This design comes from an exercise in tuning for small area, a short achievable clock period and few clock cycles per item on the open sky130 flow, not from production work. Only simulation tests tie the RTL to the original design; equivalence was not proved. Power is estimated from default activity; no workload was simulated.

==> flow/design.v (excerpt) <==
module alu_exec_ctrl #(
  parameter int MUL_LAT = 3
) (
  input  logic        clk,
  input  logic        rst_n,
  input  logic        instr_valid,
  output logic        instr_ready,
  input  logic [31:0] instr,
  output logic        busy,
  output logic        done,
  output logic        illegal,
  output logic [4:0]  wb_addr,
  output logic [15:0] wb_data,
  output logic [15:0] sgpr_out,
  input  logic [4:0]  dbg_addr,
  output logic [15:0] dbg_data
);
export LEC_CHECK = 0
export CAP_MARGIN = 20
export CORE_MARGIN = 2
export CORE_UTILIZATION = 60
export PLACE_DENSITY = 0.75
export SETUP_SLACK_MARGIN = 3.5
export SLEW_MARGIN = 20
export TNS_END_PERCENT = 5
create_clock -name core_clock -period 10.0 [get_ports {clk}]
standard.sh (not shown) runs the stock make flow with config.mk's settings and CLKGATE_MAP_FILE= SYNTH_SCRIPT=/design/flow/synth_recipe.tcl, a recipe that flattens the netlist after the stock synthesis.
==> flow/flow/run.sh <==
#!/bin/bash
set -o pipefail
cp standard.sh standard_sh_copy.log
export CTS_ARGS="-sink_clustering_enable -repair_clock_nets -dont_use_dummy_load"
bash standard.sh > standard_flow.log 2>&1
The baseline completed without violations.
Testbench counts at the start, summed over its fixed seeds: cycles 32,137, instrs 32,000.
Next try:
==> flow/flow/run.sh (replaced) <==
#!/bin/bash
# The standard layout (standard.sh: standard synthesis through finish), with clock tree
# synthesis using clkbuf_4 buffers and no dummy loads, and the port buffers made from buf_1.
# All tool output goes to standard_flow.log here; ORFS's per-step logs stay under orfs/logs/.
set -o pipefail
export CTS_ARGS="-sink_clustering_enable -repair_clock_nets -dont_use_dummy_load -buf_list sky130_fd_sc_hd__clkbuf_4"
export BUFFER_PORTS_ARGS="-buffer_cell sky130_fd_sc_hd__buf_1"
bash standard.sh > standard_flow.log 2>&1
Settings changed: CAP_MARGIN 20 to 5, SETUP_SLACK_MARGIN 3.5 to 4, SLEW_MARGIN 20 to 5.
Outcome: The new run produced a layout that fails on capacitance limit, slew limit; die area is unchanged; clock-buffer cell count grows by 98; hold slack gains 0.0054 ns; clock power drops by a quarter to a third.

alu_exec_ctrl again, from the RTL that the note above started with.
==> flow/design.v (excerpt) <==
module alu_exec_ctrl #(
  parameter int MUL_LAT = 3
) (
  input  logic        clk,
  input  logic        rst_n,
  input  logic        instr_valid,
  output logic        instr_ready,
  input  logic [31:0] instr,
  output logic        busy,
  output logic        done,
  output logic        illegal,
  output logic [4:0]  wb_addr,
  output logic [15:0] wb_data,
  output logic [15:0] sgpr_out,
  input  logic [4:0]  dbg_addr,
  output logic [15:0] dbg_data
);
  logic [15:0] gpr [32];
  logic [31:0] gv;
  logic [15:0] sgpr;
  logic        s1_v;
  logic [31:0] ir;
  logic [4:0]  s1_opc, rs1, rs2;
  logic        imm;
  assign s1_opc = ir[31:27];
  assign rs1    = ir[21:17];
  assign imm    = ir[16];
  assign rs2    = ir[15:11];
  logic        s2_v, s2_we, s2_mul, s2_fa, s2_fb;
  logic [4:0]  s2_opc, s2_rd;
  logic        s2_imm;
  logic [15:0] ra, rb;
  logic        s3_v, s3_we, s3_mul;
  logic [15:0] hs0, hs1, hi;
  logic        hc, s3_hc;
  assign hi = hs0 + hs1 + {15'd0, s3_hc};
  logic        stall;
  assign stall = s1_v && s1_opc == 5'd4 && s2_v && s2_we &&
                 (s2_rd == rs1 || (!imm && s2_rd == rs2));
  assign instr_ready = rst_n && !stall;
  logic [4:0]  addr_a;
  logic [31:0] sel_a, sel_b;
  logic [15:0] rd_a, rd_b;
  logic        w3a, w3b;
  assign addr_a = s1_v ? rs1 : dbg_addr;
  assign sel_a  = (s1_v ? (32'd1 << rs1) : (32'd1 << dbg_addr)) & gv;
  assign sel_b  = (32'd1 << rs2) & gv;
  always_comb begin
    rd_a = '0;
    rd_b = '0;
    for (int i = 0; i < 32; i++) begin
      rd_a = rd_a | (gpr[i] & {16{sel_a[i]}});
      rd_b = rd_b | (gpr[i] & {16{sel_b[i]}});
    end
  end
  assign dbg_data = rd_a;
  assign sgpr_out = sgpr;
  assign w3a      = s3_v && s3_we && wb_addr == rs1;
  assign w3b      = s3_v && s3_we && wb_addr == rs2;
  always_ff @(posedge clk) begin
    if (!stall) ir <= instr;
    s2_opc <= s1_opc;
    s2_rd  <= ir[26:22];
    s2_imm <= imm;
    s2_we  <= s1_opc <= 5'd11;
    s2_mul <= s1_opc == 5'd4;
    s2_fa  <= s2_v && s2_we && s2_rd == rs1;
    s2_fb  <= !imm && s2_v && s2_we && s2_rd == rs2;
    ra     <= w3a ? wb_data : rd_a;
    rb     <= imm ? ir[15:0] : w3b ? wb_data : rd_b;
  end
  ...
export LEC_CHECK = 0
export CAP_MARGIN = 20
export CORE_MARGIN = 2
export CORE_UTILIZATION = 60
export PLACE_DENSITY = 0.75
export SETUP_SLACK_MARGIN = 4
export SLEW_MARGIN = 20
export TNS_END_PERCENT = 5
create_clock -name core_clock -period 10.0 [get_ports {clk}]
==> flow/flow/run.sh <==
#!/bin/bash
set -o pipefail
export CTS_ARGS="-sink_clustering_enable -repair_clock_nets -dont_use_dummy_load"
export BUFFER_PORTS_ARGS="-buffer_cell sky130_fd_sc_hd__buf_1"
bash standard.sh > standard_flow.log 2>&1
Testbench counts at the start, summed over its fixed seeds: cycles 32,137, instrs 32,000.
Then changed:
==> flow/flow/run.sh (replaced) <==
#!/bin/bash
# The standard layout (standard.sh: standard synthesis through finish), with clock tree
# synthesis using clkbuf_4 buffers and no dummy loads, and the port buffers made from buf_1.
# All tool output goes to standard_flow.log here; ORFS's per-step logs stay under orfs/logs/.
set -o pipefail
export CTS_ARGS="-sink_clustering_enable -repair_clock_nets -dont_use_dummy_load -buf_list sky130_fd_sc_hd__clkbuf_4"
export BUFFER_PORTS_ARGS="-buffer_cell sky130_fd_sc_hd__buf_1"
bash standard.sh > standard_flow.log 2>&1
- SETUP_SLACK_MARGIN: 4 -> 4.3
Core utilization drops by 0.18 points. Clock skew climbs by 0.0052 ns. Global-route usage climbs by 0.31 points. Die area stays the same. Maximum frequency barely changes. Cell area stays flat. Sequential power stays flat. Worst hold slack loses 0.0055 ns.
Then changed:
==> flow/flow/run.sh (replaced) <==
#!/bin/bash
# The standard layout (standard.sh: standard synthesis through finish), with clock tree
# synthesis using clkbuf_4 buffers and no dummy loads. All tool output goes to
# standard_flow.log here; ORFS's per-step logs stay under orfs/logs/.
set -o pipefail
export CTS_ARGS="-sink_clustering_enable -repair_clock_nets -dont_use_dummy_load -buf_list sky130_fd_sc_hd__clkbuf_4"
bash standard.sh > standard_flow.log 2>&1
- CAP_MARGIN: 20 -> 5
- SETUP_SLACK_MARGIN: 4.3 -> 4
- SLEW_MARGIN: 20 -> 5
After rerunning: Area after synthesis does not change. Cell area rose by 2.9%. Setup slack is worse by 0.042 ns. Total power rose by 0.76%. Via count rose by 0.99%. Non-clock buffer count rose by 48. Final cell count rose by 1.1%. Die area does not change. Worst hold slack is worse by 0.010 ns.

==> static timing again, ports no longer ideal <==
No port has a modelled driver above. Below, the same layouts with a new extraction and two added sets of constraints.
Step 1: set_driving_cell puts a clkbuf_16 on clk and a buf_2 on each other input, an assumption about the parent block.
Step 2, shift: input delay + t, output delay - t, t = (earliest + latest rising clock arrival at the registers) / 2. This alone moves slack from input paths to output paths.
a / b / c = no drivers / after step 1 / after step 2; a / b = the first two.
run	t (ns)	slack for setup (ns)	worst setup path at the end	clock arrival spread, ns	pins driven straight from the clock port
the first run of note 1	0.690	3.405 / 3.365 / 3.365	input to output	0.115 / 0.114	1
the second run of note 1	1.051	3.787 / 3.734 / 3.734	input to output	0.170 / 0.169	1
the first run of note 2	0.669	3.760 / 3.722 / 3.722	input to output	0.097 / 0.096	1
the second run of note 2	1.095	3.772 / 3.720 / 3.720	input to output	0.115 / 0.116	1
the third run of note 2	1.044	3.731 / 3.688 / 3.688	input to output	0.146 / 0.146	1
The setup slack of the second run of note 1, which loses most, moves by -0.053 ns with the drivers and by -0.053 ns with both steps.
